This is an optimization exercise on Yosys and OpenROAD, whose aim is small area and a short achievable clock period, not a production implementation.
Only simulation tests tie the RTL to the original design; equivalence was not proved.
Power is estimated from default activity; no workload was simulated.

===== flow/design.v =====
`timescale 1ns/1ps
package axil_pkg;
    localparam int addr_width = 16;
    localparam int data_width = 32;
    localparam int strb_width = 4;
    typedef enum logic [1:0] {
        resp_okay   = 2'b00,
        resp_slverr = 2'b10
    } resp_t;
    typedef enum logic [1:0] {
        wr_idle,
        wr_data,
        wr_resp
    } wr_state_t;
    typedef enum logic {
        rd_idle,
        rd_resp
    } rd_state_t;
endpackage
`timescale 1ns/1ps
package ranker_pkg;
    localparam logic [15:0] addr_control = 16'h0000;
    localparam logic [15:0] addr_status  = 16'h0004;
    localparam logic [15:0] addr_config  = 16'h0008;
    localparam logic [15:0] addr_hash_lo = 16'h0020;
    localparam logic [15:0] addr_hash_hi = 16'h0024;
    localparam logic [15:0] addr_seg_lo  = 16'h0028;
    localparam logic [15:0] addr_seg_hi  = 16'h002C;
    localparam logic [15:0] addr_pos_lo  = 16'h0030;
    localparam logic [15:0] addr_pos_hi  = 16'h0034;
    localparam logic [15:0] addr_score   = 16'h0038;
    localparam logic [15:0] addr_result  = 16'h003C;
    localparam int ctrl_valid_bit  = 1;
    localparam int status_done_bit = 1;
    localparam int status_rank_lo  = 16;
    typedef logic [63:0] key_t;
    typedef logic [31:0] score_t;
    typedef logic [15:0] rank_t;
endpackage
`timescale 1ns/1ps
`timescale 1ns/1ps
`timescale 1ns/1ps
`timescale 1ns/1ps
module ranker_top (
    input  logic                  clk,
    input  logic                  reset,
    input  logic [axil_pkg::addr_width-1:0] awaddr,
    input  logic                  awvalid,
    output logic                  awready,
    input  logic [axil_pkg::data_width-1:0] wdata,
    input  logic [axil_pkg::strb_width-1:0] wstrb,
    input  logic                  wvalid,
    output logic                  wready,
    output axil_pkg::resp_t                 bresp,
    output logic                  bvalid,
    input  logic                  bready,
    input  logic [axil_pkg::addr_width-1:0] araddr,
    input  logic                  arvalid,
    output logic                  arready,
    output logic [axil_pkg::data_width-1:0] rdata,
    output axil_pkg::resp_t                 rresp,
    output logic                  rvalid,
    input  logic                  rready,
    output logic                  irq_out
);
    localparam logic [3:0] w_control = 4'h0;
    localparam logic [3:0] w_status  = 4'h1;
    localparam logic [3:0] w_config  = 4'h2;
    localparam logic [3:0] w_hash_lo = 4'h8;
    localparam logic [3:0] w_hash_hi = 4'h9;
    localparam logic [3:0] w_seg_lo  = 4'hA;
    localparam logic [3:0] w_seg_hi  = 4'hB;
    localparam logic [3:0] w_pos_lo  = 4'hC;
    localparam logic [3:0] w_pos_hi  = 4'hD;
    localparam logic [3:0] w_score   = 4'hE;
    localparam logic [3:0] w_result  = 4'hF;
    function automatic logic writable(input logic [15:0] a);
        writable = (a[15:6] == 10'd0) && (a[1:0] == 2'd0) &&
                   (a[5:2] == w_control || a[5:2] == w_config ||
                    (a[5:2] >= w_hash_lo && a[5:2] != w_result));
    endfunction
    function automatic logic readable(input logic [15:0] a);
        readable = (a[15:6] == 10'd0) && (a[1:0] == 2'd0) &&
                   (a[5:2] <= w_config || a[5:2] >= w_hash_lo);
    endfunction
    logic       st_data, st_resp;
    logic [3:0] aw_word;
    logic       aw_ok;
    logic       wr_en;
    assign awready = ~(st_data | st_resp);
    assign wready  = st_data;
    assign bvalid  = st_resp;
    assign bresp   = axil_pkg::resp_t'({~aw_ok, 1'b0});
    assign wr_en   = st_data && wvalid && aw_ok;
    always_ff @(posedge clk or posedge reset) begin
        if (reset) begin
            st_data <= 1'b0;
            st_resp <= 1'b0;
        end else begin
            if (awready && awvalid) st_data <= 1'b1;
            else if (st_data && wvalid) st_data <= 1'b0;
            if (st_data && wvalid) st_resp <= 1'b1;
            else if (st_resp && bready) st_resp <= 1'b0;
        end
    end
    always_ff @(posedge clk) begin
        if (awready) begin
            aw_word <= awaddr[5:2];
            aw_ok   <= writable(awaddr);
        end
    end
    logic [31:0] control_q, config_q, hash_lo_q, hash_hi_q, seg_lo_q, seg_hi_q;
    logic [31:0] pos_lo_q, pos_hi_q, score_q, result_q;
    logic        done_q;
    logic [6:0]  rank_q;
    function automatic logic [31:0] merge(input logic [31:0] old_value, input logic [31:0] new_value,
                                          input logic [3:0] strb);
        for (int i = 0; i < 4; i++) begin
            merge[i*8 +: 8] = strb[i] ? new_value[i*8 +: 8] : old_value[i*8 +: 8];
        end
    endfunction
    always_ff @(posedge clk or posedge reset) begin
        if (reset) begin
            control_q <= '0;
            config_q  <= '0;
            hash_lo_q <= '0;
            hash_hi_q <= '0;
            seg_lo_q  <= '0;
            seg_hi_q  <= '0;
            pos_lo_q  <= '0;
            pos_hi_q  <= '0;
            score_q   <= '0;
        end else if (wr_en) begin
            case (aw_word)
                w_control: control_q <= merge(control_q, wdata, wstrb);
                w_config:  config_q  <= merge(config_q, wdata, wstrb);
                w_hash_lo: hash_lo_q <= merge(hash_lo_q, wdata, wstrb);
                w_hash_hi: hash_hi_q <= merge(hash_hi_q, wdata, wstrb);
                w_seg_lo:  seg_lo_q  <= merge(seg_lo_q, wdata, wstrb);
                w_seg_hi:  seg_hi_q  <= merge(seg_hi_q, wdata, wstrb);
                w_pos_lo:  pos_lo_q  <= merge(pos_lo_q, wdata, wstrb);
                w_pos_hi:  pos_hi_q  <= merge(pos_hi_q, wdata, wstrb);
                w_score:   score_q   <= merge(score_q, wdata, wstrb);
                default: ;
            endcase
        end
    end
    logic [63:0] same;
    logic [3:0]  part_q [8];
    logic [6:0]  cnt_q;
    logic [31:0] diff1_q, diff2_q;
    logic        run1_q, run2_q;
    logic [6:0]  cnt_sum;
    assign same = ~({hash_hi_q, hash_lo_q} ^ {seg_hi_q, seg_lo_q});
    always_comb begin
        cnt_sum = '0;
        for (int i = 0; i < 8; i++) cnt_sum = cnt_sum + 7'(part_q[i]);
    end
    always_ff @(posedge clk) begin
        for (int i = 0; i < 8; i++) begin
            part_q[i] <= 4'($countones(same[i*8 +: 8]));
        end
        diff1_q <= score_q - {16'd0, pos_lo_q[15:0]};
        cnt_q   <= cnt_sum;
        diff2_q <= diff1_q;
    end
    always_ff @(posedge clk or posedge reset) begin
        if (reset) begin
            run1_q <= 1'b0;
            run2_q <= 1'b0;
        end else begin
            run1_q <= control_q[ranker_pkg::ctrl_valid_bit];
            run2_q <= run1_q;
        end
    end
    assign irq_out = run2_q;
    always_ff @(posedge clk or posedge reset) begin
        if (reset) begin
            result_q <= '0;
            done_q   <= 1'b0;
            rank_q   <= '0;
        end else if (run2_q) begin
            result_q <= diff2_q + {17'd0, cnt_q, 8'd0};
            done_q   <= 1'b1;
            rank_q   <= cnt_q;
        end
    end
    logic        rd_busy;
    logic [31:0] rd_word;
    logic        rd_ok;
    logic        rd_err;
    assign arready = ~rd_busy;
    assign rvalid  = rd_busy;
    assign rresp   = axil_pkg::resp_t'({rd_err, 1'b0});
    always_ff @(posedge clk or posedge reset) begin
        if (reset) begin
            rd_busy <= 1'b0;
        end else begin
            if (arvalid && !rd_busy) rd_busy <= 1'b1;
            else if (rd_busy && rready) rd_busy <= 1'b0;
        end
    end
    assign rd_ok = readable(araddr);
    always_comb begin
        case (araddr[5:2])
            w_control: rd_word = control_q;
            w_status:  rd_word = {9'd0, rank_q, 14'd0, done_q, 1'b0};
            w_config:  rd_word = config_q;
            w_hash_lo: rd_word = hash_lo_q;
            w_hash_hi: rd_word = hash_hi_q;
            w_seg_lo:  rd_word = seg_lo_q;
            w_seg_hi:  rd_word = seg_hi_q;
            w_pos_lo:  rd_word = pos_lo_q;
            w_pos_hi:  rd_word = pos_hi_q;
            w_score:   rd_word = score_q;
            w_result:  rd_word = result_q;
            default:   rd_word = '0;
        endcase
        if (!rd_ok) rd_word = '0;
    end
    always_ff @(posedge clk) begin
        if (!rd_busy) begin
            rdata  <= rd_word;
            rd_err <= !rd_ok;
        end
    end
endmodule

===== flow/run.sh =====
#!/bin/bash
# synth_recipe.tcl (not shown) runs the flow's synth.tcl, then flattens the netlist and writes it again
# the make line also repeats each setting of config.mk as NAME=value (left out here)
make -C /OpenROAD-flow-scripts/flow DESIGN_CONFIG=/design/flow/config.mk WORK_HOME=/design/flow/orfs CLKGATE_MAP_FILE= SYNTH_SCRIPT=/design/flow/synth_recipe.tcl finish

===== flow/config.mk =====
export PLATFORM = sky130hd
export DESIGN_NAME = ranker_top
export DESIGN_NICKNAME = ranker_top
export VERILOG_FILES = /design/flow/design.v
export SDC_FILE = /design/flow/constraint.sdc
export NUM_CORES = 4
export LEC_CHECK = 0
export CAP_MARGIN = 20
export CORE_MARGIN = 2
export CORE_UTILIZATION = 40
export SLEW_MARGIN = 20

===== flow/constraint.sdc =====
create_clock -name core_clock -period 7.5 [get_ports {clk}]
set_input_delay 1.5000 -clock core_clock [delete_from_list [all_inputs] [get_ports {clk}]]
set_output_delay 1.5000 -clock core_clock [all_outputs]
set_load 0.01 [all_outputs]

==> flow_metrics.env <==
export IMPL_status="finished clean"
export IMPL_placedCellCount=2500
export IMPL_setup_viol=0
export IMPL_numCtsBuffers=51
export IMPL_grt_setup_unrepaired="false"
export IMPL_clock_skew_ns=0.0124
export IMPL_gr_usage_all_layers=0.224
export IMPL_globalRouteOverflowTotal=0
export IMPL_power_leakage_nw=11.7
export IMPL_layout_nets=2043
export IMPL_numPortBuffers=114
export IMPL_routedWlPerCell_um=24.1
export IMPL_synth_avg_cell_area_um2=12.7
export IMPL_syn2layout_area_growth_pct=17.1
export IMPL_finalWirelength_um=62600
export IMPL_start_util=0.407
export IMPL_cts_sinks=474
export IMPL_core_area_mm2=0.0540
export IMPL_dp_final_hpwl_um=40900
export IMPL_dieArea_mm2=0.0568
export IMPL_drive_above_1_share=0.226
export IMPL_syn_instance_count=1729
export IMPL_vias_per_cell=5.66
export IMPL_min_period_ns=3.91
export IMPL_synth_area_mm2=0.0220
export IMPL_fin_crit_sh=0.521
export IMPL_gp_congestion=0.859
export IMPL_die_h_um=238
export IMPL_num_rows=85
export IMPL_worst_slew_pin_slew_ns=1.23
export IMPL_hold_viol=0
export IMPL_slew_violations=0
export IMPL_worstPathRequired_ns=7.86
export IMPL_grt_max_degree=169
export IMPL_io_pins=117
export IMPL_worstSetupStartpointType="input port"
export IMPL_cts_max_level=2
export IMPL_dieWidth_um=238
export IMPL_relSlewSlack=0.173
export IMPL_crit_path_end_kind="flip-flop"
export IMPL_crit_type="input port to flip-flop"
export IMPL_power_density_mw_per_mm2=427
export IMPL_antenna_found_initial=0
export IMPL_drt_first_pass_iters=5
export IMPL_finalSetupTns_ns=0
export IMPL_cts_tree="done"
export IMPL_hold_buffers=0
export IMPL_clk_path_buf_depth=3
export IMPL_final_area_mm2=0.0257
export IMPL_ys_flop_type="dfrtp_1"
export IMPL_path_clk_slew_ns=0.06
export IMPL_ant_nets=0
export IMPL_cap_violations=0
export IMPL_ys_seq_area_frac=0.525
export IMPL_yosysWarnings=2
export IMPL_postCtsSetupRepairBufs=0
export IMPL_grt_pass1_wl_um=95000
export IMPL_critPathMaxFanout=17
export IMPL_placed_cell_area_mm2=0.0240
export IMPL_synth_edf_count=38
export IMPL_drc_errors=0
export IMPL_async_flop_share=0.703
export IMPL_fmax_mhz=256
export IMPL_cts_root_buf="clkbuf_16"
export IMPL_worstPathArrival_ns=4.27
export IMPL_holdCritPathClass="flip-flop to flip-flop"
export IMPL_drtIter0Drc=1276
export IMPL_grt_pass1_vias=15169
export IMPL_cts_repair_resized=0
export IMPL_ys_ff_latch=474
export IMPL_fin_cells=2596
export IMPL_ys_types=56
export IMPL_vias=14686
export IMPL_vdd_drop_max_mv=0.523
export IMPL_clk_latency_ns=0.59
-- through the flow --
step	worst slack, ns	power (mW)	hold slack (ns)	util
3_5_place_dp	3.10	8.46	0.312	0.444
5_1_grt	3.55	11.9	0.329	0.476
3_3_place_gp	3.08	8.35	0.312	0.444
2_1_floorplan	1.55	7.01	0.310	-
4_1_cts	3.72	11.1	0.324	0.476
6_report	3.59	11.0	0.323	0.476
-- cells in the final DEF, fill, tap and decap left out, types with 59 or more instances in the layout --
| master | netlist | routed |
|---|---|---|
| dfrtp_1 | 333 | 332 |
| mux2_2 | 306 | 306 |
| inv_1 | 132 | 130 |
| clkdlybuf4s50_1 | 0 | 114 |
| dfxtp_1 | 103 | 103 |
| a221oi_1 | 64 | 64 |
| xnor2_1 | 63 | 63 |
| nand2_1 | 62 | 62 |
| a22o_1 | 62 | 62 |
| clkbuf_16 | 0 | 59 |
-- metal layers --
metal | vias to the layer above | share of wire | track usage
met5 | - | 0 | 0
met4 | 0 | 0.023 | 0.0623
met3 | 113 | 0.065 | 0.0441
met2 | 494 | 0.46 | 0.352
met1 | 7582 | 0.46 | 0.316
li1 | 6497 | - | -
-- synthesized netlist by cell type, types with 2 or more instances --
| library cell | n | area (um2) |
|---|---|---|
| nand2b_1 | 8 | 50.1 |
| a22oi_1 | 28 | 210 |
| fa_1 | 57 | 1140 |
| and4_1 | 2 | 17.5 |
| or4_1 | 2 | 15.0 |
| ha_1 | 54 | 676 |
| mux2_2 | 306 | 3450 |
| dfrtp_1 | 333 | 8330 |
| o21bai_1 | 5 | 37.5 |
| dfxtp_1 | 103 | 2060 |
| or3_1 | 4 | 25.0 |
| nand4b_1 | 3 | 26.3 |
| a31oi_1 | 35 | 219 |
| o2111ai_1 | 2 | 17.5 |
| buf_4 | 4 | 30.0 |
| buf_6 | 2 | 22.5 |
| nand3_1 | 18 | 90.1 |
| edfxtp_1 | 38 | 1140 |
| o31ai_1 | 2 | 15.0 |
| and3_1 | 10 | 62.6 |
| inv_1 | 132 | 495 |
| a221oi_1 | 64 | 561 |
| clkbuf_1 | 51 | 191 |
| o21ai_0 | 16 | 80.1 |
| a222oi_1 | 8 | 80.1 |
| xor2_1 | 57 | 499 |
| nor4_1 | 12 | 75.1 |
| a21o_1 | 8 | 60.1 |
| or2_2 | 3 | 18.8 |
| nand2_1 | 62 | 233 |
| xnor2_1 | 63 | 552 |
| o21a_1 | 6 | 45.0 |
| a21oi_1 | 43 | 215 |
| a22o_1 | 62 | 543 |
| nor2b_1 | 11 | 68.8 |
| nor3_1 | 13 | 65.1 |
| a211o_1 | 2 | 17.5 |
| nor2_1 | 62 | 233 |
| o211ai_1 | 12 | 90.1 |
| nand4_1 | 3 | 18.8 |
| and2_1 | 8 | 50.1 |
-- area by class of cell --
type	count	area, um2
fill	4848	28300
sequential	474	11500
timing repair buffer	132	1300
clock inverter	10	58.8
tap	696	871
multi-input combinational	1066	9790
inverter	132	499
clock buffer	85	1670
antenna	1	2.50
-- where the power goes --
group	internal, mW	total (mW)	switching [mW]
registers	3.33	3.78	0.451
clock network	1.52	2.57	1.04
logic	2.08	4.63	2.55
-- worst max-delay path, stage by stage --
cell and delay [ns]:
clkdlybuf4s50_1 0.66, nand2b_1 0.29, nor2_4 0.72, buf_4 0.45, a22o_1 0.19, a221oi_1 0.05, a31oi_1 0.39
-- path summary, 6_finish.rpt --
kind	endpoint	depth (start not counted)	slack, ns	startpoint
worst max-delay path	rdata[30]$_SDFFCE_PN0N_	7	3.59	araddr[5]
worst min-delay path	diff2_q[27]$_DFF_P_	0	0.32	diff1_q[27]$_DFF_P_
worst max register to register	cnt_q[6]$_DFF_P_	12	3.75	part_q[2][2]$_DFF_P_
worst min register to register	diff2_q[27]$_DFF_P_	0	0.32	diff1_q[27]$_DFF_P_
max in group asynchronous	config_q[23]$_DFFE_PP0P_	3	5.15	reset
min in group asynchronous	result_q[1]$_DFFE_PP0P_	3	1.49	reset
-- flip-flops by register name, summed over array words and instances, names as in the netlist, 4 cells and up --
| signal | count |
|---|---|
| hash_lo_q | 32 |
| cnt_q | 7 |
| result_q | 32 |
| score_q | 32 |
| config_q | 32 |
| pos_hi_q | 32 |
| part_q | 32 |
| aw_word | 4 |
| seg_lo_q | 32 |
| seg_hi_q | 32 |
| rdata | 32 |
| control_q | 32 |
| diff1_q | 32 |
| hash_hi_q | 32 |
| diff2_q | 32 |
| pos_lo_q | 32 |
| rank_q | 7 |
-- cell families after synthesis --
logic type                 Yosys count  synth area share
DFF                                474             0.525
muxes                              306             0.157
AOI/OAI and AO/OA                  301             0.103
and+or+nand+nor                    226            0.0505
buffers and inverters              190            0.0338
xor gates and xnor gates           120            0.0478
adders and majority gates          111            0.0827
other                                1          0.000171

static timing again, ports no longer ideal:
The results above use ideal ports. As a check the final layout listed here was re-extracted and re-timed, cells and wires unchanged. Step 1 assumes that a clkbuf_16 drives the clock port and a buf_2 every other input. Step 2 also shifts input and output timing later by t, the mid clock arrival at the registers, as if the neighbouring blocks saw the same clock. a / b / c = no drivers / after step 1 / after step 2; a / b = the first two.
t, ns: 0.645
setup slack, ns: 3.595 / 3.621 / 2.976
worst setup path after step 2: input to register
worst register clock-pin slew, ns: 0.06 / 0.06
After both steps this run still meets setup and hold. The setup slack of this run moves by +0.026 ns with the drivers and by -0.619 ns with both steps.
